From an optimization exercise on the open Yosys and OpenROAD flow, aimed at small area and a short achievable clock period; shortcuts taken in it are not production practice. RTL that was checked went through simulation tests only; none was proved equivalent to the original. Power and IR drop assume default switching activity.

==> flow/design.v <==
`default_nettype none
package flash_pkg;
  localparam logic [7:0] FLASH_OP_READ = 8'h03;
  typedef struct packed {
    logic [7:0]  opcode;
    logic [23:0] addr;       
  } flash_cmd_fields_t;
  typedef union packed {
    flash_cmd_fields_t f;
    logic [3:0][7:0]   bytes;
  } flash_cmd_u;
  typedef enum logic [2:0] {
    CMD,
    ADDR_HI,
    ADDR_MID,
    ADDR_LO,
    DUMMY,
    DATA_HI,
    DATA_LO
  } reader_phase_e;
endpackage
`default_nettype wire
`default_nettype none
package imem_pkg;
  localparam int INSTR_W = 16;
  typedef logic [INSTR_W-1:0] instr_t;
  typedef logic [6-1:0] iaddr_t;
endpackage
`default_nettype wire
`default_nettype none
`timescale 1ns/1ps
module spi_flash_reader (
  input  logic       clk,
  input  logic       rst_n,
  input  logic       clken,
  output logic       ins,        
  output logic [3:0] bit_j,      
  output logic       ready,
  output logic       spi_cs,
  output logic       spi_sclk,
  output logic       spi_mosi,
  input  logic       spi_miso
);
  localparam logic [10:0] HDR_START = 11'd2008;
  localparam logic [10:0] LAST_BIT  = 11'd1023;
  localparam logic [5:0]  WAIT0     = 6'd47;
  logic [10:0] q;
  logic        got;        
  logic        last;       
  logic [5:0]  wait_n;     
  logic        fall;
  logic        done;
  logic        data_fall;
  logic        active;
  logic        mosi_next;
  logic        got_n;
  logic [10:0] q_n;
  logic [5:0]  wait_nn;
  assign bit_j  = q[3:0];
  assign active = !ready && !spi_cs;
  assign done      = clken && active && last && (got || ins);
  assign fall      = clken && active && spi_sclk && (q[10] || ((got || ins) && !last));
  assign data_fall = fall && !q[10];
  assign mosi_next = (q == HDR_START + 11'd5) || (q == HDR_START + 11'd6) ||
                     (q == HDR_START + 11'd10);
  assign q_n     = fall ? q + 11'd1 : q;
  assign got_n   = !fall && (got || ins);
  assign wait_nn = !data_fall ? wait_n + 6'd1 :
                   ((q[4:0] == 5'h1f) ? wait_n - 6'd2 : wait_n - 6'd1);
  always_ff @(posedge clk) begin
    if (!rst_n) begin
      q        <= HDR_START;
      got      <= 1'b0;
      last     <= 1'b0;
      wait_n   <= WAIT0;
      ins      <= 1'b0;
      ready    <= 1'b0;
      spi_cs   <= 1'b1;
      spi_sclk <= 1'b1;
      spi_mosi <= 1'b0;
    end else begin
      q      <= q_n;
      got    <= got_n;
      wait_n <= wait_nn;
      if (fall) begin
        last <= (q == LAST_BIT - 11'd1);
      end
      ins <= !done && (active || (clken && spi_cs && !ready)) && !q_n[10] && !got_n &&
             (wait_nn == 6'd0);
      if (done) begin
        ready    <= 1'b1;
        spi_cs   <= 1'b1;
        spi_sclk <= 1'b1;
      end else if (clken && !ready) begin
        if (spi_cs) begin
          spi_cs   <= 1'b0;            
          spi_sclk <= 1'b0;
          spi_mosi <= 1'b0;
        end else if (!spi_sclk) begin
          spi_sclk <= 1'b1;
        end else if (fall) begin
          spi_sclk <= 1'b0;
          spi_mosi <= mosi_next;
        end
      end
    end
  end
endmodule
`default_nettype wire
`default_nettype none
`timescale 1ns/1ps
module imem_bank #(
  parameter int INS = 0
) (
  input  logic                    clk,
  input  logic                    ins,      
  input  logic                    din,
  input  logic [7:0]              sel_lo,   
  input  logic [7:0]              sel_hi,   
  input  logic                    hold,     
  output logic                    fbit      
);
  logic [64-1:0] ring;
  logic [7:0]                   grp;
  logic                         fbit_d;
  always_ff @(posedge clk) begin
    ring <= {ring[64-2:0], ring[64-1]};
    if (ins) begin
      ring[INS] <= din;
    end
  end
  for (genvar g = 0; g < 8; g++) begin : g_grp
    imem_andor8 u_grp (
      .sel (sel_lo),
      .d   (ring[8*g +: 8]),
      .y   (grp[g])
    );
  end
  imem_andor u_out (
    .sel (sel_hi),
    .d   (grp),
    .keep(hold),
    .q   (fbit),
    .y   (fbit_d)
  );
  always_ff @(posedge clk) begin
    fbit <= fbit_d;
  end
endmodule
module imem_andor8 (
  input  logic [7:0] sel,
  input  logic [7:0] d,
  output logic       y
);
  assign y = |(sel & d);
endmodule
module imem_andor (
  input  logic [7:0] sel,
  input  logic [7:0] d,
  input  logic       keep,
  input  logic       q,
  output logic       y
);
  assign y = |(sel & d) | (keep & q);
endmodule
`default_nettype wire
`default_nettype none
`timescale 1ns/1ps
module boot_rom (
  input  logic             clk,
  input  logic             rst_n,
  input  logic             clken,
  input  imem_pkg::iaddr_t fetch_addr,
  output imem_pkg::instr_t instruction,
  output logic             ready,
  input  logic             spi_miso,
  output logic             spi_cs,
  output logic             spi_sclk,
  output logic             spi_mosi
);
  localparam logic [5:0] PHASE0 = 6'd46;
  imem_pkg::iaddr_t phase, phase_n;
  logic [3:0]       dlo, dhi;
  logic [2:0]       a_lo, a_hi;
  logic [7:0]       sel_lo, sel_hi, hi0, late;
  logic             take;
  logic             hold;
  logic             ins;
  logic [3:0]       bit_j;
  assign a_lo = fetch_addr[3:1];
  assign a_hi = {fetch_addr[0], fetch_addr[5:4]};
  assign phase_n = !rst_n ? PHASE0 : phase + 6'd1;
  function automatic logic [3:0] diff_bits(input logic [2:0] p);
    diff_bits = {p[2] ^ (p[1:0] != 2'd3), p[2] ^ !p[1], p[2] ^ (p[1:0] == 2'd0), p[1] ^ !p[0]};
  endfunction
  always_ff @(posedge clk) begin
    phase <= phase_n;
    dlo   <= diff_bits(phase_n[2:0]);
    dhi   <= diff_bits(phase_n[5:3]);
    for (int x = 1; x < 8; x++) begin
      late[x] <= (3'(x) > phase_n[2:0]);    
    end
  end
  assign late[0] = 1'b0;
  imem_addr_dec u_dec (
    .a_lo  (a_lo),
    .a_hi  (a_hi),
    .phase (phase),
    .dlo   (dlo),
    .dhi   (dhi),
    .late  (late),
    .take  (take),
    .sel_lo(sel_lo),
    .sel_hi(sel_hi)
  );
  assign take = rst_n && clken && ready;
  assign hold = rst_n && !(clken && ready);
  spi_flash_reader u_reader (
    .clk     (clk),
    .rst_n   (rst_n),
    .clken   (clken),
    .ins     (ins),
    .bit_j   (bit_j),
    .ready   (ready),
    .spi_cs  (spi_cs),
    .spi_sclk(spi_sclk),
    .spi_mosi(spi_mosi),
    .spi_miso(spi_miso)
  );
  for (genvar b = 0; b < imem_pkg::INSTR_W; b++) begin : g_lane
    imem_bank #(.INS(2 * (imem_pkg::INSTR_W - 1 - b))) u_lane (
      .clk (clk),
      .ins (ins && (bit_j == 4'(imem_pkg::INSTR_W - 1 - b))),
      .din (spi_miso),
      .sel_lo(sel_lo),
      .sel_hi(sel_hi),
      .hold  (hold),
      .fbit  (instruction[b])
    );
  end
endmodule
module imem_addr_dec (
  input  logic [2:0] a_lo,
  input  logic [2:0] a_hi,
  input  logic [5:0] phase,
  input  logic [3:0] dlo,
  input  logic [3:0] dhi,
  input  logic [7:0] late,     
  input  logic       take,
  output logic [7:0] sel_lo,
  output logic [7:0] sel_hi
);
  logic [7:0] hi0, a_lo_hot;
  logic       borrow;
  function automatic logic [2:0] minus(input logic [2:0] p, input logic [3:0] d, input int x);
    logic b2;
    case (x % 4)
      0: b2 = p[2];
      1: b2 = d[1];
      2: b2 = d[2];
      default: b2 = d[3];
    endcase
    minus = {b2 ^ 1'((x / 4) % 2), ((x % 2) ? d[0] : p[1]) ^ 1'((x / 2) % 2), p[0] ^ 1'(x % 2)};
  endfunction
  always_comb begin
    for (int x = 0; x < 8; x++) begin
      sel_lo[x]   = (a_lo == minus(phase[2:0], dlo, x));    
      hi0[x]      = (a_hi == minus(phase[5:3], dhi, x));    
      a_lo_hot[x] = (a_lo == 3'(x));
    end
  end
  assign borrow = |(a_lo_hot & late);
  assign sel_hi = take ? (borrow ? {hi0[0], hi0[7:1]} : hi0) : 8'h00;
endmodule
`default_nettype wire
Settings: LEC_CHECK=0, CAP_MARGIN=20, CORE_MARGIN=2, CORE_UTILIZATION=65, CTS_CLUSTER_DIAMETER=100, CTS_CLUSTER_SIZE=30, SETUP_SLACK_MARGIN=2.0, SLEW_MARGIN=20, SYNTH_HIERARCHICAL=1, TNS_END_PERCENT=10; clock period 4.0 ns.
run.sh (not shown) runs the stock make flow with config.mk's settings and CLKGATE_MAP_FILE= SYNTH_SCRIPT=/design/flow/synth_recipe.tcl, a recipe that flattens the netlist after the stock synthesis.
The first run completed without violations.
Testbench counts at the start, summed over its fixed seeds: boot cycles 51,816.
Change:
--- a/flow/design.v
+++ b/flow/design.v
@@ -270,5 +270,9 @@
     end
   end
-  assign borrow = |(a_lo_hot & late);
+  imem_andor8 u_borrow (
+    .sel(a_lo_hot),
+    .d  (late),
+    .y  (borrow)
+  );
   assign sel_hi = take ? (borrow ? {hi0[0], hi0[7:1]} : hi0) : 8'h00;
 endmodule
What happened:
- The new run produced a clean layout
- count of clock-buffer cells in the layout stays the same
- first-iteration DRC count falls by about 6%
- via count is about the same
- sequential share of layout area is about the same
- final area is about the same
For the second run of this note, only the layout was checked, not whether the RTL still works.

---

Starts from the design.v that is shown in full above.
export LEC_CHECK = 0
export CAP_MARGIN = 20
export CORE_MARGIN = 2
export CORE_UTILIZATION = 65
export CTS_CLUSTER_DIAMETER = 100
export CTS_CLUSTER_SIZE = 30
export SETUP_SLACK_MARGIN = 2.0
export SLEW_MARGIN = 20
export SYNTH_HIERARCHICAL = 1
create_clock -name core_clock -period 4.0 [get_ports {clk}]
Testbench counts at the start, summed over its fixed seeds: boot cycles 51,816.
Rerun with:
--- a/flow/design.v
+++ b/flow/design.v
@@ -180,11 +180,13 @@
 );
   localparam logic [5:0] PHASE0 = 6'd46;
   imem_pkg::iaddr_t phase, phase_n;
   logic [3:0]       dlo, dhi;
   logic [2:0]       a_lo, a_hi;
-  logic [7:0]       sel_lo, sel_hi, hi0, late;
+  localparam int DEC_LANES = 4;
+  logic [imem_pkg::INSTR_W/DEC_LANES-1:0][7:0] sel_lo, sel_hi;
+  logic [7:0]       late;
   logic             take;
   logic             hold;
   logic             ins;
   logic [3:0]       bit_j;
   assign a_lo = fetch_addr[3:1];
@@ -200,21 +202,23 @@
     for (int x = 1; x < 8; x++) begin
       late[x] <= (3'(x) > phase_n[2:0]);    
     end
   end
   assign late[0] = 1'b0;
-  imem_addr_dec u_dec (
-    .a_lo  (a_lo),
-    .a_hi  (a_hi),
-    .phase (phase),
-    .dlo   (dlo),
-    .dhi   (dhi),
-    .late  (late),
-    .take  (take),
-    .sel_lo(sel_lo),
-    .sel_hi(sel_hi)
-  );
+  for (genvar k = 0; k < imem_pkg::INSTR_W / DEC_LANES; k++) begin : g_dec
+    imem_addr_dec u_dec (
+      .a_lo  (a_lo),
+      .a_hi  (a_hi),
+      .phase (phase),
+      .dlo   (dlo),
+      .dhi   (dhi),
+      .late  (late),
+      .take  (take),
+      .sel_lo(sel_lo[k]),
+      .sel_hi(sel_hi[k])
+    );
+  end
   assign take = rst_n && clken && ready;
   assign hold = rst_n && !(clken && ready);
   spi_flash_reader u_reader (
     .clk     (clk),
     .rst_n   (rst_n),
@@ -230,12 +234,12 @@
   for (genvar b = 0; b < imem_pkg::INSTR_W; b++) begin : g_lane
     imem_bank #(.INS(2 * (imem_pkg::INSTR_W - 1 - b))) u_lane (
       .clk (clk),
       .ins (ins && (bit_j == 4'(imem_pkg::INSTR_W - 1 - b))),
       .din (spi_miso),
-      .sel_lo(sel_lo),
-      .sel_hi(sel_hi),
+      .sel_lo(sel_lo[b / DEC_LANES]),
+      .sel_hi(sel_hi[b / DEC_LANES]),
       .hold  (hold),
       .fbit  (instruction[b])
     );
   end
 endmodule
Outcome: Utilization increases by 3.2 points. Via count increases by roughly a tenth. Power increases by a few percent. Routed wire length increases by roughly a tenth. Count of clock-buffer cells in the layout increases by 2. Clock skew increases by 0.0033 ns. Combinational power increases by well over a third. Flip-flop and latch count is unchanged. Critical path depth increases by 1. Worst hold slack loses 0.0061 ns. Worst setup slack loses 0.13 ns.
The RTL of the second run of this note was laid out without a check of its function.

afterwards: timing with drivers on the ports:
No port has a modelled driver above. Below, the same layouts with a new extraction and two added sets of constraints.
Step 1 sets driving cells, clkbuf_16 on the clock port and buf_2 on the other inputs (assumed; they add their load-dependent delay and slew).
Step 2, shift: input delay + t, output delay - t, t = (earliest + latest rising clock arrival at the registers) / 2. This alone moves slack from input paths to output paths.
Three values: ideal, step 1, step 2; two values: the first two.
run	shift t [ns]	setup slack, ns	worst register clock-pin slew, ns	pins driven straight from the clock port
the first run of note 1	0.664	1.726 / 1.739 / 1.097	0.12 / 0.12	1
the second run of note 1	0.655	1.473 / 1.494 / 0.840	0.11 / 0.11	1
the first run of note 2	0.661	1.686 / 1.707 / 1.060	0.11 / 0.11	1
the second run of note 2	0.671	1.556 / 1.556 / 0.972	0.12 / 0.12	1
After both steps setup and hold are still met in every run listed. For the second run of note 1, which loses most, drivers alone change the setup slack by +0.021 ns; drivers and shift together by -0.633 ns.
